What follows belongs to an exercise in optimizing a design on an open flow for small area and a short achievable clock period; a production flow would make more cautious choices.
In this exercise RTL edits were held to simulation tests only and were not proved equivalent to the original.
No driver is modelled on the clock port, so clock power and skew are understated where the tree is cut down; a real chip needs a root buffer or a tree.
Power figures rest on the tool's default switching activity, not on a simulated workload.

## doubling_adder_top
module doubling_adder_top (
  input  logic                  clk,
  input  logic                  arst_n,
  input  logic                  in_valid,
  input  logic [64-1:0] a,
  input  logic [64-1:0] b,
  input  logic                  cin,
  output logic [64:0]   sum,
  output logic                  out_valid
);
  localparam int NS = 8;
  logic [64-1:0] s_d, s_q;   
  logic [NS-1:0]         gn_d, gn_q;   
  logic [NS-1:0]         pn_d, pn_q;   
  logic [64:0]   sum_d;
  logic [64:0]   sum_n;       
  logic                  valid_q;
  logic n1;
  logic n2;
  logic n3;
  logic n4;
  logic n5;
  logic n6;
  logic n7;
  logic n8;
  logic n9;
  logic n10;
  logic n11;
  logic n12;
  logic n13;
  logic n14;
  logic n15;
  logic n16;
  logic n17;
  logic n18;
  logic n19;
  logic n20;
  logic n21;
  logic n22;
  logic n23;
  logic n24;
  logic n25;
  logic n26;
  logic n27;
  logic n28;
  logic n29;
  logic n30;
  logic n31;
  logic n32;
  logic n33;
  logic n34;
  logic n35;
  logic n36;
  logic n37;
  logic n38;
  logic n39;
  logic n40;
  logic n41;
  logic n42;
  logic n43;
  logic n44;
  logic n45;
  logic n46;
  logic n47;
  logic n48;
  logic n49;
  logic n50;
  logic n51;
  logic n52;
  logic n53;
  logic n54;
  logic n55;
  logic n56;
  logic n57;
  logic n58;
  logic n59;
  logic n60;
  logic n61;
  logic n62;
  logic n63;
  logic n64;
  logic n65;
  logic n66;
  logic n67;
  logic n68;
  logic n69;
  logic n70;
  logic n71;
  logic n72;
  logic n73;
  logic n74;
  logic n75;
  ...
Size in the first run: about 930 cells after synthesis, about 150 flip-flops, ~8000 µm² of cells after synthesis.
clock: 3.2 ns
lec_check: 0
cap_margin: 20
core_margin: 2
core_utilization: 65
hold_slack_margin: 0.05
setup_slack_margin: 1.7
slew_margin: 20
synth_hierarchical: 1
synth_minimum_keep_size: 0
standard.sh (not shown) runs the stock make flow with config.mk's settings and CLKGATE_MAP_FILE= SYNTH_SCRIPT=/design/flow/synth_recipe.tcl, a recipe that flattens the netlist after the stock synthesis.
==> flow/flow/run.sh <==
#!/bin/bash
# Layout flow: the standard flow (standard.sh, unchanged synthesis) with
#  - the port buffers of buffer_ports set to the smallest buffer, which
#    repair_timing then sizes up where timing needs it (every port still gets
#    its own buffer);
#  - a small balanced clock tree (cts_tree.tcl) in place of TritonCTS: the clock
#    port drives four clock inverters, each driving two leaf clock inverters,
#    each leaf driving an eighth of the flip-flops (two inversions on every
#    path, so each acts as a buffer).
set -euo pipefail
HERE=$(cd "$(dirname "$0")" && pwd)
bash standard.sh finish BUFFER_PORTS_ARGS="-buffer_cell sky130_fd_sc_hd__buf_1" \
  PRE_CTS_TCL="$HERE/cts_tree.tcl" CTS_TOP_BUFS=4 CTS_LEAF_BUFS=2 \
  CTS_TOP_CELL=sky130_fd_sc_hd__clkinv_2 CTS_LEAF_CELL=sky130_fd_sc_hd__clkinv_8 \
  > standard_flow.log 2>&1
Other scripts of this flow, unchanged in this note and not shown: flow/flow/cts_tree.tcl
Edit:
PLACE_DENSITY = 0.72   (was unset)
SETUP_SLACK_MARGIN = 1.72   (was 1.7)
TNS_END_PERCENT = 40   (was unset)
Hold slack loses 58 ps.
Die area stays the same.
Design area hardly moves.
First-iteration DRC count went down by 3.9%.
Sequential share of layout area is about the same.
Total power is about the same.
Via count shrinks by 0.73%.
Worst setup slack degrades by 24 ps.
Cell count stays the same.
Register-to-register slack degrades by 30 ps.
Clock power came out lower by about 0.9%.
In every run of this note, the design's own scripts or RTL, not TritonCTS, make the clock network.

---

## main
Another version of the RTL of doubling_adder_top (not shown whole).
Size: roughly 140 flip-flops, ~8400 um2 of cells after synthesis.
export LEC_CHECK = 0
export CAP_MARGIN = 20
export CORE_MARGIN = 2
export CORE_UTILIZATION = 50
export HOLD_SLACK_MARGIN = 0.05
export SETUP_SLACK_MARGIN = 1.6
export SLEW_MARGIN = 20
export SYNTH_HIERARCHICAL = 1
export SYNTH_MINIMUM_KEEP_SIZE = 0
create_clock -name core_clock -period 3.2 [get_ports {clk}]
==> flow/flow/run.sh <==
#!/bin/bash
# Layout flow: the standard flow (standard.sh, unchanged synthesis) with
#  - the port buffers of buffer_ports set to the smallest buffer, which
#    repair_timing then sizes up where timing needs it (every port still gets
#    its own buffer);
#  - clock tree synthesis with larger sink clusters, mid-size clock buffers and
#    no dummy loads.
set -euo pipefail
bash standard.sh finish BUFFER_PORTS_ARGS="-buffer_cell sky130_fd_sc_hd__buf_1" \
  CTS_ARGS="-sink_clustering_enable -repair_clock_nets -dont_use_dummy_load -sink_clustering_size 24 -buf_list sky130_fd_sc_hd__clkbuf_8" \
  > standard_flow.log 2>&1
--- input diff main..the feature branch ---
==> flow/flow/run.sh <==
#!/bin/bash
# Layout flow: the standard flow (standard.sh, unchanged synthesis) with
#  - the port buffers of buffer_ports set to the smallest buffer, which
#    repair_timing then sizes up where timing needs it (every port still gets
#    its own buffer);
#  - power recovery after global routing, which sizes down gates that have
#    timing slack to spare.
set -euo pipefail
bash standard.sh finish BUFFER_PORTS_ARGS="-buffer_cell sky130_fd_sc_hd__buf_1" RECOVER_POWER=100 > standard_flow.log 2>&1
==> comparison <==
- A class of the worst hold path of in2async is what main shows, while in2reg belongs to the feature branch.
- The feature branch finished all stages; however, its layout fails the closing checks, the failures being capacitance limit, slew limit.
- As of the feature branch, global-route wire length before repair had risen slightly compared to main.
- The feature branch vs. main: critical path depth shows an increase of 5; count of placed standard cells in the final layout, fillers left out roughly the same; met1 usage in global routing went down 0.44 points; share of the final layout cell area in sequential cells stayed essentially flat.

---

RTL: one of the versions met above, not the one the previous note started from.
Size: about 930 cells after synthesis, ~200 I/O pins, roughly 0.0080 mm² of cells after synthesis.
Settings: LEC_CHECK=0, CAP_MARGIN=20, CORE_MARGIN=2, CORE_UTILIZATION=60, HOLD_SLACK_MARGIN=0.05, PLACE_DENSITY=0.72, SETUP_SLACK_MARGIN=1.72, SLEW_MARGIN=20, SYNTH_HIERARCHICAL=1, SYNTH_MINIMUM_KEEP_SIZE=0; clock period 3.2 ns.
==> flow/flow/run.sh <==
#!/bin/bash
# Layout flow: the standard flow (standard.sh, unchanged synthesis) with
#  - the port buffers of buffer_ports set to the smallest buffer, which
#    repair_timing then sizes up where timing needs it (every port still gets
#    its own buffer);
#  - a small balanced clock tree (cts_tree.tcl) in place of TritonCTS: the clock
#    port drives four clock inverters, each driving two leaf clock inverters,
#    each leaf driving an eighth of the flip-flops (two inversions on every
#    path, so each acts as a buffer).
set -euo pipefail
HERE=$(cd "$(dirname "$0")" && pwd)
bash standard.sh finish BUFFER_PORTS_ARGS="-buffer_cell sky130_fd_sc_hd__buf_1" \
  PRE_CTS_TCL="$HERE/cts_tree.tcl" CTS_TOP_BUFS=4 CTS_LEAF_BUFS=2 \
  CTS_TOP_CELL=sky130_fd_sc_hd__clkinv_2 CTS_LEAF_CELL=sky130_fd_sc_hd__clkinv_8 \
  > standard_flow.log 2>&1
Other scripts of this flow, unchanged in this note and not shown: flow/flow/cts_tree.tcl
The first run completed without violations.
==> next run, changes <==
Settings changed: CORE_UTILIZATION 60 to 65.
What happened: Maximum frequency is about the same; synthesized cell count stays the same; design area shrinks by about 1.6%; wire length shrinks by about 1.5%; setup slack barely changes; cell count shrinks by about 2.7%; clock skew is about the same; die area shrinks by about 7%; area after synthesis is unchanged; via count grows by 0.99%; total power shrinks by about 1%.
==> next run, changes <==
Settings changed: CORE_UTILIZATION 65 to 70, PLACE_DENSITY 0.72 to default.
What happened:
- The new run ran to the end with no violations
- power rose by 2.0%
- design area goes up by 1.7%
- worst setup slack got worse by 0.032 ns
- critical path depth stays the same
- wire length increases by 4.7%
- synthesized cell count is unchanged
- final cell count is about the same
- area after synthesis is unchanged
- register-to-register slack is about the same
==> next run, changes <==
Settings changed: CORE_UTILIZATION 70 to 65, PLACE_DENSITY from default to 0.72, TNS_END_PERCENT from default to 10.
=>
- The changed run finished clean
- cell count is lower by 0.84%
- area after synthesis stays the same
- first-iteration DRC count is lower by 33%
No run of this note takes its clock network from TritonCTS; it comes from the design's own scripts or RTL.

-- static timing again, ports no longer ideal --
No port has a modelled driver above. Below, the same layouts with a new extraction and two added sets of constraints. Step 1 (the two cells are an assumption about what drives the block):
set clk [get_ports {clk}]
set_driving_cell -lib_cell sky130_fd_sc_hd__clkbuf_16 $clk
set_driving_cell -lib_cell sky130_fd_sc_hd__buf_2 [delete_from_list [all_inputs] $clk]
Step 2 adds t to the input delays and takes it off the output delays; t is the mean of the earliest and latest rising clock arrival at the registers after step 1. Input paths then give back, and output paths get back, about the clock's delay inside the block. a / b / c = ideal / step 1 / step 2; a / b = the first two.
run	t, ns	setup WS [ns]	hold WS [ns]	worst setup path at the end
the first run of note 1	0.340	1.732 / 1.655 / 1.452	0.415 / 0.361 / 0.457	input to register
the second run of note 1	0.338	1.709 / 1.633 / 1.457	0.356 / 0.307 / 0.460	input to register
main	0.466	1.566 / 1.549 / 1.218	0.115 / 0.104 / 0.446	input to register
the feature branch	0.458	0.958 / 0.975 / 0.518	0.332 / 0.319 / 0.457	input to register
the first run of note 3	0.337	1.744 / 1.666 / 1.479	0.387 / 0.337 / 0.460	input to register
the second run of note 3	0.335	1.743 / 1.668 / 1.470	0.396 / 0.351 / 0.459	input to register
the third run of note 3	0.339	1.712 / 1.636 / 1.453	0.456 / 0.403 / 0.463	input to register
the fourth run of note 3	0.338	1.728 / 1.654 / 1.448	0.460 / 0.408 / 0.460	input to register
The setup slack of the feature branch, which loses most, moves by +0.017 ns with the drivers and by -0.440 ns with both steps.
